This design comes from an exercise in tuning for small area and a short achievable clock period on the open sky130 flow, not from production work. In this exercise RTL edits were held to simulation tests only and were not proved equivalent to the original.

==> flow/design.v <==
module mul_div_unit #(
    parameter int WIDTH   = 32,
    parameter int MUL_LAT = 5,
    parameter int DIV_LAT = 10
) (
    input  logic             clk,
    input  logic             reset,
    input  logic             start,
    input  logic [2:0]       op,
    input  logic [WIDTH-1:0] a,
    input  logic [WIDTH-1:0] b,
    input  logic             flush,
    output logic             busy,
    output logic             done,
    output logic [WIDTH-1:0] hi,
    output logic [WIDTH-1:0] lo
);
    logic [31:0] x;
    logic [33:0] ph;
    logic [31:0] pl;
    logic        f_div, d_neg, neg_a;     
    logic [3:0]  cnt;
    logic        run;             
    logic        m_last, d_first, d_last;    
    assign m_last  = (cnt == 4'd4);
    assign d_first = (cnt == 4'd0);
    assign d_last  = (cnt == 4'd9);
    logic [34:0] xs;              
    assign xs    = {{3{d_neg}}, x};
    logic [34:0] ain [0:4];
    logic [34:0] pp  [0:3];
    logic [34:0] sum [0:3];
    logic [3:0]  qb, rneg;
    logic [3:0]  c_one, c_two, c_neg;
    assign ain[0] = {ph[33], ph};
    for (genvar k = 0; k < 4; k++) begin : g_row
        if (k == 0) begin : g_n0
            assign rneg[k] = c_neg[k];
        end else begin : g_nk
            assign rneg[k] = c_neg[k] ^ (f_div & ~qb[k-1]);
        end
        assign pp[k] = (({35{c_one[k]}} & xs) | ({35{c_two[k]}} & {xs[33:0], 1'b0}))
                     ^ {35{rneg[k]}};
        logic co_unused;
        if (k < 0) begin : g_fast
            add35_ks u_add (.a(ain[k]), .b(pp[k]), .ci(rneg[k]), .s(sum[k]), .co(co_unused));
        end else begin : g_small
            add35_bk u_add (.a(ain[k]), .b(pp[k]), .ci(rneg[k]), .s(sum[k]), .co(co_unused));
        end
        assign qb[k]    = ~sum[k][34];
        assign ain[k+1] = f_div ? {sum[k][33:0], pl[30-k]}
                                : {{2{sum[k][34]}}, sum[k][34:2]};
    end
    function automatic logic [2:0] booth(input logic [2:0] t);    
        booth[2] = t[1] ^ t[0];
        booth[1] = (t[2] & ~t[1] & ~t[0]) | (~t[2] & t[1] & t[0]);
        booth[0] = t[2];
    endfunction
    logic [8:0]  nb;              
    logic        n_div, n_dneg;
    always_comb begin
        if (!run) begin
            nb     = {a[7:0], 1'b0};
            n_div  = op[1];
            n_dneg = ~op[0] & b[31];
        end else begin
            nb     = (cnt == 4'd3) ? {6'd0, neg_a, neg_a, pl[7]} : pl[15:7];
            n_div  = f_div;
            n_dneg = d_neg;
        end
    end
    always_ff @(posedge clk) begin
        for (int k = 0; k < 4; k++) begin
            logic [2:0] bc;
            if (!n_div)
                bc = booth(nb[2*k +: 3]);
            else if (k == 0 && run && cnt == 4'd8)
                bc = {1'b0, ~qb[3], n_dneg};            
            else if (k == 0 && run && !d_first)
                bc = {2'b10, n_dneg ^ qb[3]};           
            else
                bc = {2'b10, ~n_dneg};                  
            c_one[k] <= bc[2];
            c_two[k] <= bc[1];
            c_neg[k] <= bc[0];
        end
    end
    function automatic logic [31:0] cneg(input logic [31:0] v, input logic en);
        logic [31:0] below;
        below[0] = 1'b0;
        for (int i = 1; i < 32; i++) below[i] = below[i-1] | v[i-1];
        cneg = v ^ ({32{en}} & below);
    endfunction
    logic [31:0] pl_neg;
    logic        neg_q, bz;
    assign pl_neg = cneg(pl, d_first ? neg_a : (f_div & neg_q));
    assign neg_q  = (neg_a ^ d_neg) & ~bz;
    assign bz     = (x == 32'd0);
    logic last;
    assign last = f_div ? d_last : m_last;
    always_ff @(posedge clk) begin
        if (!run) begin
            x       <= b;
            ph      <= '0;
            pl      <= a;
            f_div   <= op[1];
            d_neg   <= ~op[0] & b[31];
            neg_a   <= ~op[0] & a[31];
            cnt     <= '0;
        end else begin
            cnt     <= cnt + 4'd1;
            if (!f_div) begin
                ph <= ain[4][33:0];
                pl <= {sum[3][1:0], sum[2][1:0], sum[1][1:0], sum[0][1:0], pl[31:8]};
            end else if (d_first) begin
                ph <= {33'd0, pl_neg[31]};
                pl <= pl_neg;
            end else begin
                ph <= ain[4][33:0];
                pl <= {pl[27:0], qb[0], qb[1], qb[2], qb[3]};
            end
        end
    end
    always_ff @(posedge clk or posedge reset) begin
        if (reset) begin
            run  <= 1'b0;
        end else if (!run) begin
            run  <= start & ~flush & ~op[2];
        end else begin
            run  <= ~flush & ~last;
        end
    end
    always_ff @(posedge clk or posedge reset) begin
        if (reset) begin
            busy <= 1'b0;
            done <= 1'b0;
            hi   <= '0;
            lo   <= '0;
        end else begin
            done <= 1'b0;
            if (!run) begin
                if (start && !flush) begin
                    if (!op[2]) busy <= 1'b1;
                    else if (op[1:0] == 2'b00) hi <= a;
                    else if (op[1:0] == 2'b01) lo <= a;
                end
            end else if (flush) begin
                busy <= 1'b0;
            end else if (last) begin
                busy <= 1'b0;
                done <= 1'b1;
                hi <= f_div ? cneg(sum[0][32:1], neg_a) : sum[0][31:0];
                lo <= pl_neg;
            end
        end
    end
endmodule
module add35_ks (input logic [34:0] a, input logic [34:0] b, input logic ci,
    output logic [34:0] s, output logic co);
    logic [34:0] p, g;
    assign p = a ^ b;
    assign g = a & b;
    logic G_0_0;
    assign G_0_0 = ci;
    logic G_1_1, P_1_1;
    assign G_1_1 = g[0];
    assign P_1_1 = p[0];
    logic G_2_2, P_2_2;
    assign G_2_2 = g[1];
    assign P_2_2 = p[1];
    logic G_3_3, P_3_3;
    assign G_3_3 = g[2];
    assign P_3_3 = p[2];
    logic G_4_4, P_4_4;
    assign G_4_4 = g[3];
    assign P_4_4 = p[3];
    logic G_5_5, P_5_5;
    assign G_5_5 = g[4];
    assign P_5_5 = p[4];
    logic G_6_6, P_6_6;
    assign G_6_6 = g[5];
    assign P_6_6 = p[5];
    logic G_7_7, P_7_7;
    assign G_7_7 = g[6];
    assign P_7_7 = p[6];
    logic G_8_8, P_8_8;
    assign G_8_8 = g[7];
    assign P_8_8 = p[7];
    logic G_9_9, P_9_9;
    assign G_9_9 = g[8];
    assign P_9_9 = p[8];
    logic G_10_10, P_10_10;
    assign G_10_10 = g[9];
    assign P_10_10 = p[9];
    logic G_11_11, P_11_11;
    assign G_11_11 = g[10];
    assign P_11_11 = p[10];
    logic G_12_12, P_12_12;
    assign G_12_12 = g[11];
    assign P_12_12 = p[11];
    logic G_13_13, P_13_13;
    assign G_13_13 = g[12];
    assign P_13_13 = p[12];
    logic G_14_14, P_14_14;
    assign G_14_14 = g[13];
    assign P_14_14 = p[13];
    logic G_15_15, P_15_15;
    assign G_15_15 = g[14];
    assign P_15_15 = p[14];
    logic G_16_16, P_16_16;
    assign G_16_16 = g[15];
    assign P_16_16 = p[15];
    logic G_17_17, P_17_17;
    assign G_17_17 = g[16];
    assign P_17_17 = p[16];
    logic G_18_18, P_18_18;
    assign G_18_18 = g[17];
    assign P_18_18 = p[17];
    logic G_19_19, P_19_19;
    assign G_19_19 = g[18];
    assign P_19_19 = p[18];
    logic G_20_20, P_20_20;
    assign G_20_20 = g[19];
    assign P_20_20 = p[19];
    logic G_21_21, P_21_21;
    assign G_21_21 = g[20];
    assign P_21_21 = p[20];
    logic G_22_22, P_22_22;
    assign G_22_22 = g[21];
    assign P_22_22 = p[21];
    logic G_23_23, P_23_23;
    assign G_23_23 = g[22];
    assign P_23_23 = p[22];
    logic G_24_24, P_24_24;
    assign G_24_24 = g[23];
    assign P_24_24 = p[23];
    logic G_25_25, P_25_25;
    assign G_25_25 = g[24];
    assign P_25_25 = p[24];
    logic G_26_26, P_26_26;
    assign G_26_26 = g[25];
    assign P_26_26 = p[25];
    logic G_27_27, P_27_27;
    assign G_27_27 = g[26];
    assign P_27_27 = p[26];
    logic G_28_28, P_28_28;
    assign G_28_28 = g[27];
    assign P_28_28 = p[27];
    logic G_29_29, P_29_29;
    assign G_29_29 = g[28];
    assign P_29_29 = p[28];
    logic G_30_30, P_30_30;
    assign G_30_30 = g[29];
    assign P_30_30 = p[29];
    logic G_31_31, P_31_31;
    assign G_31_31 = g[30];
    assign P_31_31 = p[30];
    logic G_32_32, P_32_32;
    assign G_32_32 = g[31];
    assign P_32_32 = p[31];
    logic G_33_33, P_33_33;
    assign G_33_33 = g[32];
    assign P_33_33 = p[32];
    logic G_34_34, P_34_34;
    assign G_34_34 = g[33];
    assign P_34_34 = p[33];
    logic G_35_35, P_35_35;
    assign G_35_35 = g[34];
    assign P_35_35 = p[34];
    logic G_35_34;
    assign G_35_34 = G_35_35 | (P_35_35 & G_34_34);
    logic P_35_34;
    assign P_35_34 = P_35_35 & P_34_34;
    logic G_34_33;
    assign G_34_33 = G_34_34 | (P_34_34 & G_33_33);
    logic P_34_33;
    assign P_34_33 = P_34_34 & P_33_33;
    logic G_33_32;
    assign G_33_32 = G_33_33 | (P_33_33 & G_32_32);
    logic P_33_32;
    assign P_33_32 = P_33_33 & P_32_32;
    logic G_32_31;
    assign G_32_31 = G_32_32 | (P_32_32 & G_31_31);
    logic P_32_31;
    assign P_32_31 = P_32_32 & P_31_31;
    logic G_31_30;
    assign G_31_30 = G_31_31 | (P_31_31 & G_30_30);
    logic P_31_30;
    assign P_31_30 = P_31_31 & P_30_30;
    logic G_30_29;
    assign G_30_29 = G_30_30 | (P_30_30 & G_29_29);
    logic P_30_29;
    assign P_30_29 = P_30_30 & P_29_29;
    logic G_29_28;
    assign G_29_28 = G_29_29 | (P_29_29 & G_28_28);
    logic P_29_28;
    assign P_29_28 = P_29_29 & P_28_28;
    logic G_28_27;
    assign G_28_27 = G_28_28 | (P_28_28 & G_27_27);
    logic P_28_27;
    assign P_28_27 = P_28_28 & P_27_27;
    logic G_27_26;
    assign G_27_26 = G_27_27 | (P_27_27 & G_26_26);
    logic P_27_26;
    assign P_27_26 = P_27_27 & P_26_26;
    logic G_26_25;
    assign G_26_25 = G_26_26 | (P_26_26 & G_25_25);
    logic P_26_25;
    assign P_26_25 = P_26_26 & P_25_25;
    logic G_25_24;
    assign G_25_24 = G_25_25 | (P_25_25 & G_24_24);
    logic P_25_24;
    assign P_25_24 = P_25_25 & P_24_24;
    logic G_24_23;
    assign G_24_23 = G_24_24 | (P_24_24 & G_23_23);
    logic P_24_23;
    assign P_24_23 = P_24_24 & P_23_23;
    logic G_23_22;
    assign G_23_22 = G_23_23 | (P_23_23 & G_22_22);
    logic P_23_22;
    assign P_23_22 = P_23_23 & P_22_22;
    logic G_22_21;
    assign G_22_21 = G_22_22 | (P_22_22 & G_21_21);
    logic P_22_21;
    assign P_22_21 = P_22_22 & P_21_21;
    logic G_21_20;
    assign G_21_20 = G_21_21 | (P_21_21 & G_20_20);
    logic P_21_20;
    assign P_21_20 = P_21_21 & P_20_20;
    logic G_20_19;
    assign G_20_19 = G_20_20 | (P_20_20 & G_19_19);
    logic P_20_19;
    assign P_20_19 = P_20_20 & P_19_19;
    logic G_19_18;
    assign G_19_18 = G_19_19 | (P_19_19 & G_18_18);
    logic P_19_18;
    assign P_19_18 = P_19_19 & P_18_18;
    logic G_18_17;
    assign G_18_17 = G_18_18 | (P_18_18 & G_17_17);
    logic P_18_17;
    assign P_18_17 = P_18_18 & P_17_17;
    logic G_17_16;
    assign G_17_16 = G_17_17 | (P_17_17 & G_16_16);
    logic P_17_16;
    assign P_17_16 = P_17_17 & P_16_16;
    logic G_16_15;
    assign G_16_15 = G_16_16 | (P_16_16 & G_15_15);
    logic P_16_15;
    assign P_16_15 = P_16_16 & P_15_15;
    logic G_15_14;
    assign G_15_14 = G_15_15 | (P_15_15 & G_14_14);
    logic P_15_14;
    assign P_15_14 = P_15_15 & P_14_14;
    logic G_14_13;
    assign G_14_13 = G_14_14 | (P_14_14 & G_13_13);
    logic P_14_13;
    assign P_14_13 = P_14_14 & P_13_13;
    logic G_13_12;
    assign G_13_12 = G_13_13 | (P_13_13 & G_12_12);
    logic P_13_12;
    assign P_13_12 = P_13_13 & P_12_12;
    logic G_12_11;
    assign G_12_11 = G_12_12 | (P_12_12 & G_11_11);
    logic P_12_11;
    assign P_12_11 = P_12_12 & P_11_11;
    logic G_11_10;
    assign G_11_10 = G_11_11 | (P_11_11 & G_10_10);
    logic P_11_10;
    assign P_11_10 = P_11_11 & P_10_10;
    logic G_10_9;
    assign G_10_9 = G_10_10 | (P_10_10 & G_9_9);
    logic P_10_9;
    assign P_10_9 = P_10_10 & P_9_9;
    logic G_9_8;
    assign G_9_8 = G_9_9 | (P_9_9 & G_8_8);
    logic P_9_8;
    assign P_9_8 = P_9_9 & P_8_8;
    logic G_8_7;
    assign G_8_7 = G_8_8 | (P_8_8 & G_7_7);
    logic P_8_7;
    assign P_8_7 = P_8_8 & P_7_7;
    logic G_7_6;
    assign G_7_6 = G_7_7 | (P_7_7 & G_6_6);
    logic P_7_6;
    assign P_7_6 = P_7_7 & P_6_6;
    logic G_6_5;
    assign G_6_5 = G_6_6 | (P_6_6 & G_5_5);
    logic P_6_5;
    assign P_6_5 = P_6_6 & P_5_5;
    logic G_5_4;
    assign G_5_4 = G_5_5 | (P_5_5 & G_4_4);
    logic P_5_4;
    assign P_5_4 = P_5_5 & P_4_4;
    logic G_4_3;
    assign G_4_3 = G_4_4 | (P_4_4 & G_3_3);
    logic P_4_3;
    assign P_4_3 = P_4_4 & P_3_3;
    logic G_3_2;
    assign G_3_2 = G_3_3 | (P_3_3 & G_2_2);
    logic P_3_2;
    assign P_3_2 = P_3_3 & P_2_2;
    logic G_2_1;
    assign G_2_1 = G_2_2 | (P_2_2 & G_1_1);
    logic P_2_1;
    assign P_2_1 = P_2_2 & P_1_1;
    logic G_1_0;
    assign G_1_0 = G_1_1 | (P_1_1 & G_0_0);
    logic G_35_32;
    assign G_35_32 = G_35_34 | (P_35_34 & G_33_32);
    logic P_35_32;
    assign P_35_32 = P_35_34 & P_33_32;
    logic G_34_31;
    assign G_34_31 = G_34_33 | (P_34_33 & G_32_31);
    logic P_34_31;
    assign P_34_31 = P_34_33 & P_32_31;
    logic G_33_30;
    assign G_33_30 = G_33_32 | (P_33_32 & G_31_30);
    logic P_33_30;
    assign P_33_30 = P_33_32 & P_31_30;
    logic G_32_29;
    assign G_32_29 = G_32_31 | (P_32_31 & G_30_29);
    logic P_32_29;
    assign P_32_29 = P_32_31 & P_30_29;
    logic G_31_28;
    assign G_31_28 = G_31_30 | (P_31_30 & G_29_28);
    logic P_31_28;
    assign P_31_28 = P_31_30 & P_29_28;
    logic G_30_27;
    assign G_30_27 = G_30_29 | (P_30_29 & G_28_27);
    logic P_30_27;
    assign P_30_27 = P_30_29 & P_28_27;
    logic G_29_26;
    assign G_29_26 = G_29_28 | (P_29_28 & G_27_26);
    logic P_29_26;
    assign P_29_26 = P_29_28 & P_27_26;
    logic G_28_25;
    assign G_28_25 = G_28_27 | (P_28_27 & G_26_25);
    logic P_28_25;
    assign P_28_25 = P_28_27 & P_26_25;
    logic G_27_24;
    assign G_27_24 = G_27_26 | (P_27_26 & G_25_24);
    logic P_27_24;
    assign P_27_24 = P_27_26 & P_25_24;
    logic G_26_23;
    assign G_26_23 = G_26_25 | (P_26_25 & G_24_23);
    logic P_26_23;
    assign P_26_23 = P_26_25 & P_24_23;
    logic G_25_22;
    assign G_25_22 = G_25_24 | (P_25_24 & G_23_22);
    logic P_25_22;
    assign P_25_22 = P_25_24 & P_23_22;
    logic G_24_21;
    assign G_24_21 = G_24_23 | (P_24_23 & G_22_21);
    logic P_24_21;
    assign P_24_21 = P_24_23 & P_22_21;
    logic G_23_20;
    assign G_23_20 = G_23_22 | (P_23_22 & G_21_20);
    logic P_23_20;
    assign P_23_20 = P_23_22 & P_21_20;
    logic G_22_19;
    assign G_22_19 = G_22_21 | (P_22_21 & G_20_19);
    logic P_22_19;
    assign P_22_19 = P_22_21 & P_20_19;
    logic G_21_18;
    assign G_21_18 = G_21_20 | (P_21_20 & G_19_18);
    logic P_21_18;
    assign P_21_18 = P_21_20 & P_19_18;
    logic G_20_17;
    assign G_20_17 = G_20_19 | (P_20_19 & G_18_17);
    logic P_20_17;
    assign P_20_17 = P_20_19 & P_18_17;
    logic G_19_16;
    assign G_19_16 = G_19_18 | (P_19_18 & G_17_16);
    logic P_19_16;
    assign P_19_16 = P_19_18 & P_17_16;
    logic G_18_15;
    assign G_18_15 = G_18_17 | (P_18_17 & G_16_15);
    logic P_18_15;
    assign P_18_15 = P_18_17 & P_16_15;
    logic G_17_14;
    assign G_17_14 = G_17_16 | (P_17_16 & G_15_14);
    logic P_17_14;
    assign P_17_14 = P_17_16 & P_15_14;
    logic G_16_13;
    assign G_16_13 = G_16_15 | (P_16_15 & G_14_13);
    logic P_16_13;
    assign P_16_13 = P_16_15 & P_14_13;
    logic G_15_12;
    assign G_15_12 = G_15_14 | (P_15_14 & G_13_12);
    logic P_15_12;
    assign P_15_12 = P_15_14 & P_13_12;
    logic G_14_11;
    assign G_14_11 = G_14_13 | (P_14_13 & G_12_11);
    logic P_14_11;
    assign P_14_11 = P_14_13 & P_12_11;
    logic G_13_10;
    assign G_13_10 = G_13_12 | (P_13_12 & G_11_10);
    logic P_13_10;
    assign P_13_10 = P_13_12 & P_11_10;
    logic G_12_9;
    assign G_12_9 = G_12_11 | (P_12_11 & G_10_9);
    logic P_12_9;
    assign P_12_9 = P_12_11 & P_10_9;
    logic G_11_8;
    assign G_11_8 = G_11_10 | (P_11_10 & G_9_8);
    logic P_11_8;
    assign P_11_8 = P_11_10 & P_9_8;
    logic G_10_7;
    assign G_10_7 = G_10_9 | (P_10_9 & G_8_7);
    logic P_10_7;
    assign P_10_7 = P_10_9 & P_8_7;
    logic G_9_6;
    assign G_9_6 = G_9_8 | (P_9_8 & G_7_6);
    logic P_9_6;
    assign P_9_6 = P_9_8 & P_7_6;
    logic G_8_5;
    assign G_8_5 = G_8_7 | (P_8_7 & G_6_5);
    logic P_8_5;
    assign P_8_5 = P_8_7 & P_6_5;
    logic G_7_4;
    assign G_7_4 = G_7_6 | (P_7_6 & G_5_4);
    logic P_7_4;
    assign P_7_4 = P_7_6 & P_5_4;
    logic G_6_3;
    assign G_6_3 = G_6_5 | (P_6_5 & G_4_3);
    logic P_6_3;
    assign P_6_3 = P_6_5 & P_4_3;
    logic G_5_2;
    assign G_5_2 = G_5_4 | (P_5_4 & G_3_2);
    logic P_5_2;
    assign P_5_2 = P_5_4 & P_3_2;
    logic G_4_1;
    assign G_4_1 = G_4_3 | (P_4_3 & G_2_1);
    logic P_4_1;
    assign P_4_1 = P_4_3 & P_2_1;
    logic G_3_0;
    assign G_3_0 = G_3_2 | (P_3_2 & G_1_0);
    logic G_2_0;
    assign G_2_0 = G_2_1 | (P_2_1 & G_0_0);
    logic G_35_28;
    assign G_35_28 = G_35_32 | (P_35_32 & G_31_28);
    logic P_35_28;
    assign P_35_28 = P_35_32 & P_31_28;
    logic G_34_27;
    assign G_34_27 = G_34_31 | (P_34_31 & G_30_27);
    logic P_34_27;
    assign P_34_27 = P_34_31 & P_30_27;
    logic G_33_26;
    assign G_33_26 = G_33_30 | (P_33_30 & G_29_26);
    logic P_33_26;
    assign P_33_26 = P_33_30 & P_29_26;
    logic G_32_25;
    assign G_32_25 = G_32_29 | (P_32_29 & G_28_25);
    logic P_32_25;
    assign P_32_25 = P_32_29 & P_28_25;
    logic G_31_24;
    assign G_31_24 = G_31_28 | (P_31_28 & G_27_24);
    logic P_31_24;
    assign P_31_24 = P_31_28 & P_27_24;
    logic G_30_23;
    assign G_30_23 = G_30_27 | (P_30_27 & G_26_23);
    logic P_30_23;
    assign P_30_23 = P_30_27 & P_26_23;
    logic G_29_22;
    assign G_29_22 = G_29_26 | (P_29_26 & G_25_22);
    logic P_29_22;
    assign P_29_22 = P_29_26 & P_25_22;
    logic G_28_21;
    assign G_28_21 = G_28_25 | (P_28_25 & G_24_21);
    logic P_28_21;
    assign P_28_21 = P_28_25 & P_24_21;
    logic G_27_20;
    assign G_27_20 = G_27_24 | (P_27_24 & G_23_20);
    logic P_27_20;
    assign P_27_20 = P_27_24 & P_23_20;
    logic G_26_19;
    assign G_26_19 = G_26_23 | (P_26_23 & G_22_19);
    logic P_26_19;
    assign P_26_19 = P_26_23 & P_22_19;
    logic G_25_18;
    assign G_25_18 = G_25_22 | (P_25_22 & G_21_18);
    logic P_25_18;
    assign P_25_18 = P_25_22 & P_21_18;
    logic G_24_17;
    assign G_24_17 = G_24_21 | (P_24_21 & G_20_17);
    logic P_24_17;
    assign P_24_17 = P_24_21 & P_20_17;
    logic G_23_16;
    assign G_23_16 = G_23_20 | (P_23_20 & G_19_16);
    logic P_23_16;
    assign P_23_16 = P_23_20 & P_19_16;
    logic G_22_15;
    assign G_22_15 = G_22_19 | (P_22_19 & G_18_15);
    logic P_22_15;
    assign P_22_15 = P_22_19 & P_18_15;
    logic G_21_14;
    assign G_21_14 = G_21_18 | (P_21_18 & G_17_14);
    logic P_21_14;
    assign P_21_14 = P_21_18 & P_17_14;
    logic G_20_13;
    assign G_20_13 = G_20_17 | (P_20_17 & G_16_13);
    logic P_20_13;
    assign P_20_13 = P_20_17 & P_16_13;
    logic G_19_12;
    assign G_19_12 = G_19_16 | (P_19_16 & G_15_12);
    logic P_19_12;
    assign P_19_12 = P_19_16 & P_15_12;
    logic G_18_11;
    assign G_18_11 = G_18_15 | (P_18_15 & G_14_11);
    logic P_18_11;
    assign P_18_11 = P_18_15 & P_14_11;
    logic G_17_10;
    assign G_17_10 = G_17_14 | (P_17_14 & G_13_10);
    logic P_17_10;
    assign P_17_10 = P_17_14 & P_13_10;
    logic G_16_9;
    assign G_16_9 = G_16_13 | (P_16_13 & G_12_9);
    logic P_16_9;
    assign P_16_9 = P_16_13 & P_12_9;
    logic G_15_8;
    assign G_15_8 = G_15_12 | (P_15_12 & G_11_8);
    logic P_15_8;
    assign P_15_8 = P_15_12 & P_11_8;
    logic G_14_7;
    assign G_14_7 = G_14_11 | (P_14_11 & G_10_7);
    logic P_14_7;
    assign P_14_7 = P_14_11 & P_10_7;
    logic G_13_6;
    assign G_13_6 = G_13_10 | (P_13_10 & G_9_6);
    logic P_13_6;
    assign P_13_6 = P_13_10 & P_9_6;
    logic G_12_5;
    assign G_12_5 = G_12_9 | (P_12_9 & G_8_5);
    logic P_12_5;
    assign P_12_5 = P_12_9 & P_8_5;
    logic G_11_4;
    assign G_11_4 = G_11_8 | (P_11_8 & G_7_4);
    logic P_11_4;
    assign P_11_4 = P_11_8 & P_7_4;
    logic G_10_3;
    assign G_10_3 = G_10_7 | (P_10_7 & G_6_3);
    logic P_10_3;
    assign P_10_3 = P_10_7 & P_6_3;
    logic G_9_2;
    assign G_9_2 = G_9_6 | (P_9_6 & G_5_2);
    logic P_9_2;
    assign P_9_2 = P_9_6 & P_5_2;
    logic G_8_1;
    assign G_8_1 = G_8_5 | (P_8_5 & G_4_1);
    logic P_8_1;
    assign P_8_1 = P_8_5 & P_4_1;
    logic G_7_0;
    assign G_7_0 = G_7_4 | (P_7_4 & G_3_0);
    logic G_6_0;
    assign G_6_0 = G_6_3 | (P_6_3 & G_2_0);
    logic G_5_0;
    assign G_5_0 = G_5_2 | (P_5_2 & G_1_0);
    logic G_4_0;
    assign G_4_0 = G_4_1 | (P_4_1 & G_0_0);
    logic G_35_20;
    assign G_35_20 = G_35_28 | (P_35_28 & G_27_20);
    logic P_35_20;
    assign P_35_20 = P_35_28 & P_27_20;
    logic G_34_19;
    assign G_34_19 = G_34_27 | (P_34_27 & G_26_19);
    logic P_34_19;
    assign P_34_19 = P_34_27 & P_26_19;
    logic G_33_18;
    assign G_33_18 = G_33_26 | (P_33_26 & G_25_18);
    logic P_33_18;
    assign P_33_18 = P_33_26 & P_25_18;
    logic G_32_17;
    assign G_32_17 = G_32_25 | (P_32_25 & G_24_17);
    logic P_32_17;
    assign P_32_17 = P_32_25 & P_24_17;
    logic G_31_16;
    assign G_31_16 = G_31_24 | (P_31_24 & G_23_16);
    logic P_31_16;
    assign P_31_16 = P_31_24 & P_23_16;
    logic G_30_15;
    assign G_30_15 = G_30_23 | (P_30_23 & G_22_15);
    logic P_30_15;
    assign P_30_15 = P_30_23 & P_22_15;
    logic G_29_14;
    assign G_29_14 = G_29_22 | (P_29_22 & G_21_14);
    logic P_29_14;
    assign P_29_14 = P_29_22 & P_21_14;
    logic G_28_13;
    assign G_28_13 = G_28_21 | (P_28_21 & G_20_13);
    logic P_28_13;
    assign P_28_13 = P_28_21 & P_20_13;
    logic G_27_12;
    assign G_27_12 = G_27_20 | (P_27_20 & G_19_12);
    logic P_27_12;
    assign P_27_12 = P_27_20 & P_19_12;
    logic G_26_11;
    assign G_26_11 = G_26_19 | (P_26_19 & G_18_11);
    logic P_26_11;
    assign P_26_11 = P_26_19 & P_18_11;
    logic G_25_10;
    assign G_25_10 = G_25_18 | (P_25_18 & G_17_10);
    logic P_25_10;
    assign P_25_10 = P_25_18 & P_17_10;
    logic G_24_9;
    assign G_24_9 = G_24_17 | (P_24_17 & G_16_9);
    logic P_24_9;
    assign P_24_9 = P_24_17 & P_16_9;
    logic G_23_8;
    assign G_23_8 = G_23_16 | (P_23_16 & G_15_8);
    logic P_23_8;
    assign P_23_8 = P_23_16 & P_15_8;
    logic G_22_7;
    assign G_22_7 = G_22_15 | (P_22_15 & G_14_7);
    logic P_22_7;
    assign P_22_7 = P_22_15 & P_14_7;
    logic G_21_6;
    assign G_21_6 = G_21_14 | (P_21_14 & G_13_6);
    logic P_21_6;
    assign P_21_6 = P_21_14 & P_13_6;
    logic G_20_5;
    assign G_20_5 = G_20_13 | (P_20_13 & G_12_5);
    logic P_20_5;
    assign P_20_5 = P_20_13 & P_12_5;
    logic G_19_4;
    assign G_19_4 = G_19_12 | (P_19_12 & G_11_4);
    logic P_19_4;
    assign P_19_4 = P_19_12 & P_11_4;
    logic G_18_3;
    assign G_18_3 = G_18_11 | (P_18_11 & G_10_3);
    logic P_18_3;
    assign P_18_3 = P_18_11 & P_10_3;
    logic G_17_2;
    assign G_17_2 = G_17_10 | (P_17_10 & G_9_2);
    logic P_17_2;
    assign P_17_2 = P_17_10 & P_9_2;
    logic G_16_1;
    assign G_16_1 = G_16_9 | (P_16_9 & G_8_1);
    logic P_16_1;
    assign P_16_1 = P_16_9 & P_8_1;
    logic G_15_0;
    assign G_15_0 = G_15_8 | (P_15_8 & G_7_0);
    logic G_14_0;
    assign G_14_0 = G_14_7 | (P_14_7 & G_6_0);
    logic G_13_0;
    assign G_13_0 = G_13_6 | (P_13_6 & G_5_0);
    logic G_12_0;
    assign G_12_0 = G_12_5 | (P_12_5 & G_4_0);
    logic G_11_0;
    assign G_11_0 = G_11_4 | (P_11_4 & G_3_0);
    logic G_10_0;
    assign G_10_0 = G_10_3 | (P_10_3 & G_2_0);
    logic G_9_0;
    assign G_9_0 = G_9_2 | (P_9_2 & G_1_0);
    logic G_8_0;
    assign G_8_0 = G_8_1 | (P_8_1 & G_0_0);
    logic G_35_4;
    assign G_35_4 = G_35_20 | (P_35_20 & G_19_4);
    logic P_35_4;
    assign P_35_4 = P_35_20 & P_19_4;
    logic G_34_3;
    assign G_34_3 = G_34_19 | (P_34_19 & G_18_3);
    logic P_34_3;
    assign P_34_3 = P_34_19 & P_18_3;
    logic G_33_2;
    assign G_33_2 = G_33_18 | (P_33_18 & G_17_2);
    logic P_33_2;
    assign P_33_2 = P_33_18 & P_17_2;
    logic G_32_1;
    assign G_32_1 = G_32_17 | (P_32_17 & G_16_1);
    logic P_32_1;
    assign P_32_1 = P_32_17 & P_16_1;
    logic G_31_0;
    assign G_31_0 = G_31_16 | (P_31_16 & G_15_0);
    logic G_30_0;
    assign G_30_0 = G_30_15 | (P_30_15 & G_14_0);
    logic G_29_0;
    assign G_29_0 = G_29_14 | (P_29_14 & G_13_0);
    logic G_28_0;
    assign G_28_0 = G_28_13 | (P_28_13 & G_12_0);
    logic G_27_0;
    assign G_27_0 = G_27_12 | (P_27_12 & G_11_0);
    logic G_26_0;
    assign G_26_0 = G_26_11 | (P_26_11 & G_10_0);
    logic G_25_0;
    assign G_25_0 = G_25_10 | (P_25_10 & G_9_0);
    logic G_24_0;
    assign G_24_0 = G_24_9 | (P_24_9 & G_8_0);
    logic G_23_0;
    assign G_23_0 = G_23_8 | (P_23_8 & G_7_0);
    logic G_22_0;
    assign G_22_0 = G_22_7 | (P_22_7 & G_6_0);
    logic G_21_0;
    assign G_21_0 = G_21_6 | (P_21_6 & G_5_0);
    logic G_20_0;
    assign G_20_0 = G_20_5 | (P_20_5 & G_4_0);
    logic G_19_0;
    assign G_19_0 = G_19_4 | (P_19_4 & G_3_0);
    logic G_18_0;
    assign G_18_0 = G_18_3 | (P_18_3 & G_2_0);
    logic G_17_0;
    assign G_17_0 = G_17_2 | (P_17_2 & G_1_0);
    logic G_16_0;
    assign G_16_0 = G_16_1 | (P_16_1 & G_0_0);
    logic G_35_0;
    assign G_35_0 = G_35_4 | (P_35_4 & G_3_0);
    logic G_34_0;
    assign G_34_0 = G_34_3 | (P_34_3 & G_2_0);
    logic G_33_0;
    assign G_33_0 = G_33_2 | (P_33_2 & G_1_0);
    logic G_32_0;
    assign G_32_0 = G_32_1 | (P_32_1 & G_0_0);
    assign s[0] = p[0] ^ G_0_0;
    assign s[1] = p[1] ^ G_1_0;
    assign s[2] = p[2] ^ G_2_0;
    assign s[3] = p[3] ^ G_3_0;
    assign s[4] = p[4] ^ G_4_0;
    assign s[5] = p[5] ^ G_5_0;
    assign s[6] = p[6] ^ G_6_0;
    assign s[7] = p[7] ^ G_7_0;
    assign s[8] = p[8] ^ G_8_0;
    assign s[9] = p[9] ^ G_9_0;
    assign s[10] = p[10] ^ G_10_0;
    assign s[11] = p[11] ^ G_11_0;
    assign s[12] = p[12] ^ G_12_0;
    assign s[13] = p[13] ^ G_13_0;
    assign s[14] = p[14] ^ G_14_0;
    assign s[15] = p[15] ^ G_15_0;
    assign s[16] = p[16] ^ G_16_0;
    assign s[17] = p[17] ^ G_17_0;
    assign s[18] = p[18] ^ G_18_0;
    assign s[19] = p[19] ^ G_19_0;
    assign s[20] = p[20] ^ G_20_0;
    assign s[21] = p[21] ^ G_21_0;
    assign s[22] = p[22] ^ G_22_0;
    assign s[23] = p[23] ^ G_23_0;
    assign s[24] = p[24] ^ G_24_0;
    assign s[25] = p[25] ^ G_25_0;
    assign s[26] = p[26] ^ G_26_0;
    assign s[27] = p[27] ^ G_27_0;
    assign s[28] = p[28] ^ G_28_0;
    assign s[29] = p[29] ^ G_29_0;
    assign s[30] = p[30] ^ G_30_0;
    assign s[31] = p[31] ^ G_31_0;
    assign s[32] = p[32] ^ G_32_0;
    assign s[33] = p[33] ^ G_33_0;
    assign s[34] = p[34] ^ G_34_0;
    assign co = G_35_0;
endmodule
module add35_bk (input logic [34:0] a, input logic [34:0] b, input logic ci,
    output logic [34:0] s, output logic co);
    logic [34:0] p, g;
    assign p = a ^ b;
    assign g = a & b;
    logic G_0_0;
    assign G_0_0 = ci;
    logic G_1_1, P_1_1;
    assign G_1_1 = g[0];
    assign P_1_1 = p[0];
    logic G_2_2, P_2_2;
    assign G_2_2 = g[1];
    assign P_2_2 = p[1];
    logic G_3_3, P_3_3;
    assign G_3_3 = g[2];
    assign P_3_3 = p[2];
    logic G_4_4, P_4_4;
    assign G_4_4 = g[3];
    assign P_4_4 = p[3];
    logic G_5_5, P_5_5;
    assign G_5_5 = g[4];
    assign P_5_5 = p[4];
    logic G_6_6, P_6_6;
    assign G_6_6 = g[5];
    assign P_6_6 = p[5];
    logic G_7_7, P_7_7;
    assign G_7_7 = g[6];
    assign P_7_7 = p[6];
    logic G_8_8, P_8_8;
    assign G_8_8 = g[7];
    assign P_8_8 = p[7];
    logic G_9_9, P_9_9;
    assign G_9_9 = g[8];
    assign P_9_9 = p[8];
    logic G_10_10, P_10_10;
    assign G_10_10 = g[9];
    assign P_10_10 = p[9];
    logic G_11_11, P_11_11;
    assign G_11_11 = g[10];
    assign P_11_11 = p[10];
    logic G_12_12, P_12_12;
    assign G_12_12 = g[11];
    assign P_12_12 = p[11];
    logic G_13_13, P_13_13;
    assign G_13_13 = g[12];
    assign P_13_13 = p[12];
    logic G_14_14, P_14_14;
    assign G_14_14 = g[13];
    assign P_14_14 = p[13];
    logic G_15_15, P_15_15;
    assign G_15_15 = g[14];
    assign P_15_15 = p[14];
    logic G_16_16, P_16_16;
    assign G_16_16 = g[15];
    assign P_16_16 = p[15];
    logic G_17_17, P_17_17;
    assign G_17_17 = g[16];
    assign P_17_17 = p[16];
    logic G_18_18, P_18_18;
    assign G_18_18 = g[17];
    assign P_18_18 = p[17];
    logic G_19_19, P_19_19;
    assign G_19_19 = g[18];
    assign P_19_19 = p[18];
    logic G_20_20, P_20_20;
    assign G_20_20 = g[19];
    assign P_20_20 = p[19];
    logic G_21_21, P_21_21;
    assign G_21_21 = g[20];
    assign P_21_21 = p[20];
    logic G_22_22, P_22_22;
    assign G_22_22 = g[21];
    assign P_22_22 = p[21];
    logic G_23_23, P_23_23;
    assign G_23_23 = g[22];
    assign P_23_23 = p[22];
    logic G_24_24, P_24_24;
    assign G_24_24 = g[23];
    assign P_24_24 = p[23];
    logic G_25_25, P_25_25;
    assign G_25_25 = g[24];
    assign P_25_25 = p[24];
    logic G_26_26, P_26_26;
    assign G_26_26 = g[25];
    assign P_26_26 = p[25];
    logic G_27_27, P_27_27;
    assign G_27_27 = g[26];
    assign P_27_27 = p[26];
    logic G_28_28, P_28_28;
    assign G_28_28 = g[27];
    assign P_28_28 = p[27];
    logic G_29_29, P_29_29;
    assign G_29_29 = g[28];
    assign P_29_29 = p[28];
    logic G_30_30, P_30_30;
    assign G_30_30 = g[29];
    assign P_30_30 = p[29];
    logic G_31_31, P_31_31;
    assign G_31_31 = g[30];
    assign P_31_31 = p[30];
    logic G_32_32, P_32_32;
    assign G_32_32 = g[31];
    assign P_32_32 = p[31];
    logic G_33_33, P_33_33;
    assign G_33_33 = g[32];
    assign P_33_33 = p[32];
    logic G_34_34, P_34_34;
    assign G_34_34 = g[33];
    assign P_34_34 = p[33];
    logic G_35_35, P_35_35;
    assign G_35_35 = g[34];
    assign P_35_35 = p[34];
    logic G_1_0;
    assign G_1_0 = G_1_1 | (P_1_1 & G_0_0);
    logic G_3_2;
    assign G_3_2 = G_3_3 | (P_3_3 & G_2_2);
    logic P_3_2;
    assign P_3_2 = P_3_3 & P_2_2;
    logic G_5_4;
    assign G_5_4 = G_5_5 | (P_5_5 & G_4_4);
    logic P_5_4;
    assign P_5_4 = P_5_5 & P_4_4;
    logic G_7_6;
    assign G_7_6 = G_7_7 | (P_7_7 & G_6_6);
    logic P_7_6;
    assign P_7_6 = P_7_7 & P_6_6;
    logic G_9_8;
    assign G_9_8 = G_9_9 | (P_9_9 & G_8_8);
    logic P_9_8;
    assign P_9_8 = P_9_9 & P_8_8;
    logic G_11_10;
    assign G_11_10 = G_11_11 | (P_11_11 & G_10_10);
    logic P_11_10;
    assign P_11_10 = P_11_11 & P_10_10;
    logic G_13_12;
    assign G_13_12 = G_13_13 | (P_13_13 & G_12_12);
    logic P_13_12;
    assign P_13_12 = P_13_13 & P_12_12;
    logic G_15_14;
    assign G_15_14 = G_15_15 | (P_15_15 & G_14_14);
    logic P_15_14;
    assign P_15_14 = P_15_15 & P_14_14;
    logic G_17_16;
    assign G_17_16 = G_17_17 | (P_17_17 & G_16_16);
    logic P_17_16;
    assign P_17_16 = P_17_17 & P_16_16;
    logic G_19_18;
    assign G_19_18 = G_19_19 | (P_19_19 & G_18_18);
    logic P_19_18;
    assign P_19_18 = P_19_19 & P_18_18;
    logic G_21_20;
    assign G_21_20 = G_21_21 | (P_21_21 & G_20_20);
    logic P_21_20;
    assign P_21_20 = P_21_21 & P_20_20;
    logic G_23_22;
    assign G_23_22 = G_23_23 | (P_23_23 & G_22_22);
    logic P_23_22;
    assign P_23_22 = P_23_23 & P_22_22;
    logic G_25_24;
    assign G_25_24 = G_25_25 | (P_25_25 & G_24_24);
    logic P_25_24;
    assign P_25_24 = P_25_25 & P_24_24;
    logic G_27_26;
    assign G_27_26 = G_27_27 | (P_27_27 & G_26_26);
    logic P_27_26;
    assign P_27_26 = P_27_27 & P_26_26;
    logic G_29_28;
    assign G_29_28 = G_29_29 | (P_29_29 & G_28_28);
    logic P_29_28;
    assign P_29_28 = P_29_29 & P_28_28;
    logic G_31_30;
    assign G_31_30 = G_31_31 | (P_31_31 & G_30_30);
    logic P_31_30;
    assign P_31_30 = P_31_31 & P_30_30;
    logic G_33_32;
    assign G_33_32 = G_33_33 | (P_33_33 & G_32_32);
    logic P_33_32;
    assign P_33_32 = P_33_33 & P_32_32;
    logic G_35_34;
    assign G_35_34 = G_35_35 | (P_35_35 & G_34_34);
    logic P_35_34;
    assign P_35_34 = P_35_35 & P_34_34;
    logic G_3_0;
    assign G_3_0 = G_3_2 | (P_3_2 & G_1_0);
    logic G_7_4;
    assign G_7_4 = G_7_6 | (P_7_6 & G_5_4);
    logic P_7_4;
    assign P_7_4 = P_7_6 & P_5_4;
    logic G_11_8;
    assign G_11_8 = G_11_10 | (P_11_10 & G_9_8);
    logic P_11_8;
    assign P_11_8 = P_11_10 & P_9_8;
    logic G_15_12;
    assign G_15_12 = G_15_14 | (P_15_14 & G_13_12);
    logic P_15_12;
    assign P_15_12 = P_15_14 & P_13_12;
    logic G_19_16;
    assign G_19_16 = G_19_18 | (P_19_18 & G_17_16);
    logic P_19_16;
    assign P_19_16 = P_19_18 & P_17_16;
    logic G_23_20;
    assign G_23_20 = G_23_22 | (P_23_22 & G_21_20);
    logic P_23_20;
    assign P_23_20 = P_23_22 & P_21_20;
    logic G_27_24;
    assign G_27_24 = G_27_26 | (P_27_26 & G_25_24);
    logic P_27_24;
    assign P_27_24 = P_27_26 & P_25_24;
    logic G_31_28;
    assign G_31_28 = G_31_30 | (P_31_30 & G_29_28);
    logic P_31_28;
    assign P_31_28 = P_31_30 & P_29_28;
    logic G_35_32;
    assign G_35_32 = G_35_34 | (P_35_34 & G_33_32);
    logic P_35_32;
    assign P_35_32 = P_35_34 & P_33_32;
    logic G_7_0;
    assign G_7_0 = G_7_4 | (P_7_4 & G_3_0);
    logic G_15_8;
    assign G_15_8 = G_15_12 | (P_15_12 & G_11_8);
    logic P_15_8;
    assign P_15_8 = P_15_12 & P_11_8;
    logic G_23_16;
    assign G_23_16 = G_23_20 | (P_23_20 & G_19_16);
    logic P_23_16;
    assign P_23_16 = P_23_20 & P_19_16;
    logic G_31_24;
    assign G_31_24 = G_31_28 | (P_31_28 & G_27_24);
    logic P_31_24;
    assign P_31_24 = P_31_28 & P_27_24;
    logic G_15_0;
    assign G_15_0 = G_15_8 | (P_15_8 & G_7_0);
    logic G_31_16;
    assign G_31_16 = G_31_24 | (P_31_24 & G_23_16);
    logic P_31_16;
    assign P_31_16 = P_31_24 & P_23_16;
    logic G_31_0;
    assign G_31_0 = G_31_16 | (P_31_16 & G_15_0);
    logic G_23_0;
    assign G_23_0 = G_23_16 | (P_23_16 & G_15_0);
    logic G_11_0;
    assign G_11_0 = G_11_8 | (P_11_8 & G_7_0);
    logic G_19_0;
    assign G_19_0 = G_19_16 | (P_19_16 & G_15_0);
    logic G_27_0;
    assign G_27_0 = G_27_24 | (P_27_24 & G_23_0);
    logic G_35_0;
    assign G_35_0 = G_35_32 | (P_35_32 & G_31_0);
    logic G_5_0;
    assign G_5_0 = G_5_4 | (P_5_4 & G_3_0);
    logic G_9_0;
    assign G_9_0 = G_9_8 | (P_9_8 & G_7_0);
    logic G_13_0;
    assign G_13_0 = G_13_12 | (P_13_12 & G_11_0);
    logic G_17_0;
    assign G_17_0 = G_17_16 | (P_17_16 & G_15_0);
    logic G_21_0;
    assign G_21_0 = G_21_20 | (P_21_20 & G_19_0);
    logic G_25_0;
    assign G_25_0 = G_25_24 | (P_25_24 & G_23_0);
    logic G_29_0;
    assign G_29_0 = G_29_28 | (P_29_28 & G_27_0);
    logic G_33_0;
    assign G_33_0 = G_33_32 | (P_33_32 & G_31_0);
    logic G_2_0;
    assign G_2_0 = G_2_2 | (P_2_2 & G_1_0);
    logic G_4_0;
    assign G_4_0 = G_4_4 | (P_4_4 & G_3_0);
    logic G_6_0;
    assign G_6_0 = G_6_6 | (P_6_6 & G_5_0);
    logic G_8_0;
    assign G_8_0 = G_8_8 | (P_8_8 & G_7_0);
    logic G_10_0;
    assign G_10_0 = G_10_10 | (P_10_10 & G_9_0);
    logic G_12_0;
    assign G_12_0 = G_12_12 | (P_12_12 & G_11_0);
    logic G_14_0;
    assign G_14_0 = G_14_14 | (P_14_14 & G_13_0);
    logic G_16_0;
    assign G_16_0 = G_16_16 | (P_16_16 & G_15_0);
    logic G_18_0;
    assign G_18_0 = G_18_18 | (P_18_18 & G_17_0);
    logic G_20_0;
    assign G_20_0 = G_20_20 | (P_20_20 & G_19_0);
    logic G_22_0;
    assign G_22_0 = G_22_22 | (P_22_22 & G_21_0);
    logic G_24_0;
    assign G_24_0 = G_24_24 | (P_24_24 & G_23_0);
    logic G_26_0;
    assign G_26_0 = G_26_26 | (P_26_26 & G_25_0);
    logic G_28_0;
    assign G_28_0 = G_28_28 | (P_28_28 & G_27_0);
    logic G_30_0;
    assign G_30_0 = G_30_30 | (P_30_30 & G_29_0);
    logic G_32_0;
    assign G_32_0 = G_32_32 | (P_32_32 & G_31_0);
    logic G_34_0;
    assign G_34_0 = G_34_34 | (P_34_34 & G_33_0);
    assign s[0] = p[0] ^ G_0_0;
    assign s[1] = p[1] ^ G_1_0;
    assign s[2] = p[2] ^ G_2_0;
    assign s[3] = p[3] ^ G_3_0;
    assign s[4] = p[4] ^ G_4_0;
    assign s[5] = p[5] ^ G_5_0;
    assign s[6] = p[6] ^ G_6_0;
    assign s[7] = p[7] ^ G_7_0;
    assign s[8] = p[8] ^ G_8_0;
    assign s[9] = p[9] ^ G_9_0;
    assign s[10] = p[10] ^ G_10_0;
    assign s[11] = p[11] ^ G_11_0;
    assign s[12] = p[12] ^ G_12_0;
    assign s[13] = p[13] ^ G_13_0;
    assign s[14] = p[14] ^ G_14_0;
    assign s[15] = p[15] ^ G_15_0;
    assign s[16] = p[16] ^ G_16_0;
    assign s[17] = p[17] ^ G_17_0;
    assign s[18] = p[18] ^ G_18_0;
    assign s[19] = p[19] ^ G_19_0;
    assign s[20] = p[20] ^ G_20_0;
    assign s[21] = p[21] ^ G_21_0;
    assign s[22] = p[22] ^ G_22_0;
    assign s[23] = p[23] ^ G_23_0;
    assign s[24] = p[24] ^ G_24_0;
    assign s[25] = p[25] ^ G_25_0;
    assign s[26] = p[26] ^ G_26_0;
    assign s[27] = p[27] ^ G_27_0;
    assign s[28] = p[28] ^ G_28_0;
    assign s[29] = p[29] ^ G_29_0;
    assign s[30] = p[30] ^ G_30_0;
    assign s[31] = p[31] ^ G_31_0;
    assign s[32] = p[32] ^ G_32_0;
    assign s[33] = p[33] ^ G_33_0;
    assign s[34] = p[34] ^ G_34_0;
    assign co = G_35_0;
endmodule
==> flow/flow/run.sh <==
#!/bin/bash
set -euo pipefail
bash standard.sh \
  BUFFER_PORTS_ARGS="-buffer_cell sky130_fd_sc_hd__buf_1" \
  CTS_ARGS="-sink_clustering_enable -repair_clock_nets -buf_list sky130_fd_sc_hd__clkbuf_16 -dont_use_dummy_load" \
  SETUP_SLACK_MARGIN=70.6 \
  finish > standard.log 2>&1
==> flow/standard.sh <==
#!/bin/bash
# synth_recipe.tcl (not shown) runs the flow's synth.tcl, then flattens the netlist and writes it again
# the make line also repeats each setting of config.mk as NAME=value (left out here)
make -C /OpenROAD-flow-scripts/flow DESIGN_CONFIG=/design/flow/config.mk WORK_HOME=/design/flow/orfs CLKGATE_MAP_FILE= SYNTH_SCRIPT=/design/flow/synth_recipe.tcl "${@:-finish}"
==> flow/config.mk <==
export PLATFORM = sky130hd
export DESIGN_NAME = mul_div_unit
export DESIGN_NICKNAME = mul_div_unit
export VERILOG_FILES = /design/flow/design.v
export SDC_FILE = /design/flow/constraint.sdc
export NUM_CORES = 4
export LEC_CHECK = 0
export ABC_AREA = 1
export CAP_MARGIN = 20
export CORE_MARGIN = 2
export CORE_UTILIZATION = 65
export SLEW_MARGIN = 20
==> flow/constraint.sdc <==
create_clock -name core_clock -period 90.0 [get_ports {clk}]
set_input_delay 18.0000 -clock core_clock [delete_from_list [all_inputs] [get_ports {clk}]]
set_output_delay 18.0000 -clock core_clock [all_outputs]
set_load 0.01 [all_outputs]
==> results by group, run 1 <==
Status
  – Status: timing/DRC/antenna clean

Critical path
  – Crit. End Element: flip-flop
  – Cell Chain, Critical Path: buf_1, inv_1, nand3_1, o21ai_0, nand2_1, inv_1, buf_4, nor2_1, a31oi_1
  – CP bufs+invs: 4
  – Worst-path fanout max: 56
  – Critical path launch point type: input pin
  – Max stage delay on crit path: around 460 ps
  – Slowest cell on crit path: buf_4
  – Cell repeated most along the worst path: inv_1
  – Cell family with most CP delay: buffers and inverters
  – Worst EP arrival: 19530 ps
  – Kind of critical path: input pin to flip-flop
  – Worst endpoint required time: 90350 ps
  – R2R Setup Slk: slightly above 70000 ps

Cells and area
  – NumNets Final: around 2700
  – Layout Cells excl Fill: approximately 2800
  – ANT cells: 0
  – Design Area, Final: roughly 19000 µm²
  – Layout cells sized above 1: 0.03215
  – Area grow syn2layout: 6.574%

Synthesis
  – Ys async rst share: 0.3641
  – Sequential fraction of the synthesis area: 0.2468
  – YS warnings: 6
  – Number of synthesized register bits: approximately 180
  – Post-synth cell types: 50
  – Commonest cells in the netlist: 406 x nand2_1, 335 x inv_1, 188 x xor2_1
  – Post-synthesis cell count: 2362
  – Yosys top cell by area: dfrtp_1
  – Ranking of synthesized cells by area: dfrtp_1 9.5%, dfxtp_1 9.4%, xor2_1 9.3%
  – Post-synth EDFFs: 34
  – Average cell area after synthesis: between 7 and 8 µm²
  – Syn nets: approximately 2600
  – Ys flop type: dfxtp_1
  – Mapped Area: about 18000 µm²
  – Yosys top cell area share: 0.09493
  – Top-count cell post-synth: nand2_1

Route
  – Initial DRT Pass Iterations: 6
  – Post-DR wirelength/cell: about 20 µm
  – Final WL: ~57 mm
  – DRC: 0
  – Drt via density: approximately 6.3
  – ANT nets after route: 0
  – Drt first-iter violations: between 2000 and 2500
  – Total number of vias: approximately 18000

STA
  – RSZ-0062 raised after global routing: no
  – Min Tclk post-route: 19180 ps
  – Final Max Slew Viols: 0
  – Endpoints failing setup: 0
  – FMAX: ~52 MHz
  – Max-Slew Margin vs Limit: 0.2661
  – Period utilization: 0.2131
  – Worst Skew: 46.30 ps
  – Hold Violations, Final: 0
  – Worst-Margin Slew: 1094 ps
  – Setup TNS Final: 0 ps

Die
  – Core footprint: between 20000 and 30000 µm²
  – Boundary Pins: roughly 140
  – Starting density of the core: 0.6590
  – Row cnt: 60
  – Die area: 28510 µm²
  – Die Wd: between 150 and 200 µm
  – Die Y: 168.8 µm

Placed design
  – Total placed cells including tap cells: 2749
  – # port buffers: approximately 140
  – Hpwl dp: between 40 and 50 mm
  – Placed cell areas: between 15000 and 20000 µm²
  – Placer Congestion: around 0.95

Clock network
  – H-Tree Depth: 4
  – CTS tree: done
  – Clock Path Buffers: 2
  – Worst-Skew Late Latency: 460 ps
  – Worst-path clk slew: 60 ps
  – Cts bufs inserted: 17
  – Root Driver: clkbuf_16
  – Clk sinks: around 180

GRT
  – Number of global-route vias before repair: about 17000
  – Initial antenna violation count: 0
  – GR Overflow Total: 0
  – Largest net degree at the start of global routing: 80
  – Gr usage total: 0.3953
  – First-pass GRT wire length: between 80 and 90 mm

Min path
  – Worst hold path class: flip-flop to flip-flop

Job
  – MaxCap Viol Count: 0
## registers in the layout, indices dropped and copies added (netlist names), 4 cells and up
| name | count |
|---|---|
| c_neg | 4 |
| ph | 34 |
| c_two | 4 |
| lo | 32 |
| x | 32 |
| hi | 32 |
| c_one | 4 |
| cnt | 4 |
| pl | 32 |
## area by class of cell
| type | count | area, µm² |
|---|---|---|
| Clock buffer | 17 | 425.4 |
| Inverter | 363 | 1374 |
| Timing Repair inverter | 1 | 5.005 |
| Fill cell | 2324 | 7978 |
| Timing Repair Buffer | 157 | 668.1 |
| Tap cell | 341 | 426.7 |
| Multi-Input combinational cell | 1704 | 11560 |
| Sequential cell | 184 | 4365 |
## worst reg2reg max path, delay by kind of cell, from the launching register on
kind,cells,cell delay (ps)
adder cells (fa/ha/maj),7,2650
XOR/XNOR,10,2350
flip-flops,1,500
buffers and inverters,6,1340
AND/OR/NAND/NOR,33,4650
AO/OA/AOI/OAI,25,6460
## path summary, 6_finish.rpt
kind,from,endpoint,cells past startpoint
setup / recovery,flush,lo[25]$_DFFE_PP0P_,9
hold / removal,busy$_DFFE_PP0P_,busy$_DFFE_PP0P_,2
setup reg to reg,c_one[0]$_DFF_P_,c_neg[0]$_DFF_P_,81
hold reg to reg,busy$_DFFE_PP0P_,busy$_DFFE_PP0P_,2
max in group asynchronous,reset,run$_DFF_PP0_,3
min in group asynchronous,reset,hi[12]$_DFFE_PP0P_,3
## cell usage in the layout (no fill, tap or decap), types with 3 or more instances in the layout
cell       synthesis  final
fa_1              68     68
a221oi_1          10     10
nor3_1            17     17
dfxtp_1           83     81
a21boi_0           3      3
ha_1             130    130
a21o_1            18     18
or2_2             13     13
nand2_1          406    405
o21ai_0          152    149
o31ai_1           12     12
xnor2_1           42     42
nor2_1           136    134
inv_2              3      4
o2111ai_1         31     31
clkinv_1          25     25
nand3_1           62     62
nor4_1             3      3
o221ai_1           4      4
o22ai_1          157    157
nand4_1           39     39
xor2_1           188    188
inv_1            335    330
o21bai_1          11     11
nor2_2             5      7
o211ai_1          17     17
buf_4              0     21
nand3b_1           5      5
clkbuf_16          0     17
a31oi_1           70     70
edfxtp_1          34     34
o21a_1             5      5
a21oi_1           72     72
o21ai_1            5      7
buf_1             30    136
and2_1             3      3
dfrtp_1           67     66
## routing by layer
| metal | vias to the layer above | global-route usage | routed length (µm) |
|---|---|---|---|
| met3 | 191 | 0.05120 | 5698 |
| met2 | 989 | 0.6463 | 25840 |
| met4 | 0 | 0.1893 | 2627 |
| li1 | 8076 | - | - |
| met1 | 8312 | 0.5216 | 22510 |
| met5 | - | 0 | 0 |
## what timing repair did
| action | 4_1_cts | 5_1_grt |
|---|---|---|
| gates resized for setup | 0 | 6 |
| hold buffers | 0 | 0 |
| setup buffers | 0 | 0 |
| endpoints found under the setup margin | 0 | 34 |
## per-stage QoR
stage | hold slack, ps | worst slack (ps) | util
after floorplan | 437.9 | 70650 | -
after global placement | 452.6 | 70500 | 0.6851
after detailed placement | 463.3 | 70400 | 0.6851
after CTS | 478.4 | 70620 | 0.7010
after global routing | 503.6 | 70630 | 0.7023
final | 476.1 | 70820 | 0.7023
## kinds of logic (layout without fill, tap and decap cells)
family / after synthesis / count (layout) / synth area share
and+or+nand+nor: 692 / 692 / 0.1631
AOI/OAI and AO/OA: 579 / 579 / 0.2014
buffers and inverters: 474 / 538 / 0.1009
xor gates and xnor gates: 233 / 233 / 0.1175
adders and majority gates: 198 / 198 / 0.1692
DFF: 184 / 184 / 0.2468
muxes: 2 / 2 / 0.001134
==> inputs of run 2 (changes only) <==
--- a/flow/flow/run.sh
+++ b/flow/flow/run.sh
@@ -5,3 +5,3 @@
   CTS_ARGS="-sink_clustering_enable -repair_clock_nets -buf_list sky130_fd_sc_hd__clkbuf_16 -dont_use_dummy_load" \
-  SETUP_SLACK_MARGIN=70.6 \
+  SETUP_SLACK_MARGIN=71 \
   finish > standard.log 2>&1
==> run 2 against run 1 <==
Still clean on timing, DRC and antenna. Global-route usage hardly changed. Via count is 0.13% lower. Worst setup slack better by 140 ps. Maximum frequency is 0.74% higher. First-iteration DRC count is 6.4% lower. Wire length is 1.4% higher. Hold slack better by 6.8 ps. Utilization is 0.72 points higher. Design area is 1.0% higher. Critical endpoint is now hi[28].
==> results by group, run 2 <==
Status
  – Status: timing/DRC/antenna clean

Synthesis
  – Ranking of synthesized cells by area: dfrtp_1 9.5%, dfxtp_1 9.4%, xor2_1 9.3%
  – Ys async rst share: 0.3641
  – Syn nets: ~2600
  – Average cell area after synthesis: approximately 7.5 µm²
  – Number of synthesized register bits: about 180
  – Yosys top cell by area: dfrtp_1
  – Xor/xnor share of the synthesized area: 0.1175
  – Post-synthesis cell count: ~2400
  – Mapped Area: ~18000 µm²
  – Ys flop type: dfxtp_1
  – Sequential fraction of the synthesis area: 0.2468
  – YS warnings: 6
  – Adder-Cell Fraction of Synth Area: 0.1692
  – Post-synth EDFFs: 34
  – Simple-Gate Fraction of Synth Area: 0.1631
  – Top-count cell post-synth: nand2_1
  – Largest family of logic cells by synthesized area: compound AO/OA/AOI/OAI gates
  – Multiplexer share of the synthesized area: 0.001133
  – Commonest cells in the netlist: 406 x nand2_1, 335 x inv_1, 188 x xor2_1
  – Yosys top cell area share: 0.09493
  – Post-synth cell types: 50
  – Synth Area in Compound Gates: 0.2014

Die
  – Die Wd: 168.8 µm
  – Core footprint: ~27000 µm²
  – Die area: approximately 29000 µm²
  – Boundary Pins: approximately 140
  – Starting density of the core: 0.6590
  – Die Y: about 170 µm
  – Row cnt: 60

Min path
  – Hold Path Sink: pl[10]$_DFF_P_
  – Worst hold path class: flip-flop to flip-flop
  – Hold Path Depth: 2
  – Min-Delay Startpoint: pl[6]$_DFF_P_

Placed design
  – # port buffers: approximately 140
  – Placer Congestion: ~0.97
  – Placed cell areas: 18380 µm²
  – Hpwl dp: between 40 and 50 mm

Critical path
  – Max stage delay on crit path: roughly 440 ps
  – Worst-path fanout max: 2
  – Worst endpoint required time: 72000 ps
  – Kind of critical path: flip-flop to primary output
  – Critical path launch point type: flip-flop
  – Worst path depth: 1
  – CP bufs+invs: 1
  – R2R Setup Slk: about 72000 ps
  – Cell family with most CP delay: flip-flops
  – Cell Chain, Critical Path: buf_6
  – Worst R2R Path Depth: between 80 and 90
  – Slowest cell on crit path: dfrtp_1
  – Worst r2r dst: c_neg[0]$_DFF_P_
  – R2R Path Start: c_one[0]$_DFF_P_
  – Crit. End Element: primary output
  – Worst EP arrival: between 1000 and 1500 ps

STA
  – Hold Violations, Final: 0
  – Min Tclk post-route: about 19000 ps
  – Final Max Slew Viols: 0
  – Period utilization: 0.2115
  – FMAX: about 53 MHz
  – Setup TNS Final: 0 ps
  – Worst-Margin Slew: between 900 and 1000 ps
  – Max-Slew Margin vs Limit: 0.3543
  – RSZ-0062 raised after global routing: yes
  – Endpoints failing setup: 0
  – Worst Skew: 42.06 ps

Cells and area
  – Most common cell after layout, fill and taps aside: nand2_1
  – Design Area, Final: 19020 µm²
  – Layout filler cell count: between 2000 and 2500
  – ANT cells: 0
  – NumNets Final: roughly 2700
  – Area grow syn2layout: 7.665%
  – Max FFs per register: 34
  – Layout cells sized above 1: 0.05088
  – Most frequent cells in the layout: 403 x nand2_1, 330 x inv_1, 187 x xor2_1
  – Largest register by flop count: ph

Route
  – Initial DRT Pass Iterations: 5
  – Drt first-iter violations: about 1900
  – Total number of vias: around 18000
  – ANT nets after route: 0
  – DRC: 0
  – Drt via density: ~6.3
  – Final WL: approximately 57 mm
  – Post-DR wirelength/cell: around 21 µm

GRT
  – Largest net degree at the start of global routing: between 80 and 90
  – First-pass GRT wire length: ~88 mm
  – GR Overflow Total: 0
  – Initial antenna violation count: 0
  – Number of global-route vias before repair: 16410
  – Gr usage total: 0.3953

Job
  – MaxCap Viol Count: 0

Clock network
  – Root Driver: clkbuf_16
  – Post-CTS Hold Fix Bufs: 0
  – Clk sinks: about 180
  – Clock Path Buffers: 2
  – Worst-Skew Late Latency: 470 ps
  – H-Tree Depth: 4
  – Cts bufs inserted: 17
  – CTS tree: done
  – Worst-path clk slew: approximately 100 ps
-- run 2: changes by cell type in the layout (fill, tap and decap cells not counted), moves of 2 or more --
| cell | change |
|---|---|
| buf_1 | -29 |
| clkbuf_2 | +22 |
| buf_4 | +10 |
| buf_6 | +5 |
| buf_2 | +3 |
| nand2_2 | +3 |
| clkinv_8 | +2 |
| nand2_1 | -2 |
-- run 2: per-layer routing --
layer / vias to the layer above / part of all wire / global-route usage
met1: 8303 / 0.41 / 0.5341
met5: - / 0 / 0
met4: 0 / 0.038 / 0.1649
li1: 8100 / - / -
met2: 983 / 0.46 / 0.6402
met3: 159 / 0.091 / 0.05471
-- run 2: per-stage QoR --
stage / hold slack [ps] / instances / utilization / setup WS (ps)
6_report: 482.9 / 2778 / 0.7095 / 70960
4_1_cts: 478.5 / 2770 / 0.7035 / 70970
5_1_grt: 498.8 / 2778 / 0.7095 / 70940
2_1_floorplan: 437.9 / 2362 / - / 70970
3_5_place_dp: 455.5 / 2750 / 0.6858 / 70250
3_3_place_gp: 454.5 / 2750 / 0.6855 / 70330
-- run 2: worst max path at each step --
stage	start	to	slack, ps
after floorplan	op[1]	hi[1]$_DFFE_PP0P_	70970
after global placement	flush	hi[11]$_DFFE_PP0P_	70330
after detailed placement	op[1]	lo[4]$_DFFE_PP0P_	70250
after CTS	hi[28]$_DFFE_PP0P_	hi[28]	70970
after global routing	op[1]	c_neg[0]$_DFF_P_	70940
final	hi[28]$_DFFE_PP0P_	hi[28]	70960
-- run 2: layout make-up --
class,instances,area (µm²),share of cell area
multi-input combinational,1705,11590,0.6094
sequential,184,4365,0.2296
inverter,363,1395,0.07337
timing repair buffer,168,815.8,0.04290
tap,341,426.7,0.02244
clock buffer,17,425.4,0.02237
-- run 2: kinds of logic (layout without fill, tap and decap cells) --
family                   Yosys count  in the layout
AND/OR/NAND/NOR                  692            693
buffers and inverters            474            548
AO/OA/AOI/OAI                    579            579
multiplexers                       2              2
flip-flops                       184            184
XOR/XNOR                         233            233
adder cells (fa/ha/maj)          198            198
-- run 2: timing repair --
item | CTS | global route
pin swaps | 0 | 2
endpoints found under the setup margin | 71 | 121
gates resized for setup | 12 | 45
gates cloned | 0 | 1
setup buffers | 3 | 7

afterwards: timing with drivers on the ports:
The results above use ideal ports. As a check the final layouts listed here were re-extracted and re-timed, cells and wires unchanged. Step 1 assumes that a clkbuf_16 drives the clock port and a buf_2 every other input. Step 2 adds t to the input delays and takes it off the output delays; t is the mean of the earliest and latest rising clock arrival at the registers after step 1. Input paths then give back, and output paths get back, about the clock's delay inside the block. Three values: ideal, step 1, step 2; two values: the first two.
| run | t (ns) | slack for setup (ns) | hold WS [ns] | worst register clock-pin slew, ns | worst slew at a driven data input, ns |
|---|---|---|---|---|---|
| run 1 | 0.491 | 70.821 / 70.853 / 70.362 | 0.476 / 0.476 / 0.476 | 0.10 / 0.10 | 0.04 |
| run 2 | 0.495 | 70.961 / 70.908 / 70.598 | 0.483 / 0.483 / 0.483 | 0.10 / 0.10 | 0.04 |
After both steps setup and hold are still met in every run listed. For run 1, which loses most, drivers alone change the setup slack by +0.032 ns; drivers and shift together by -0.459 ns.
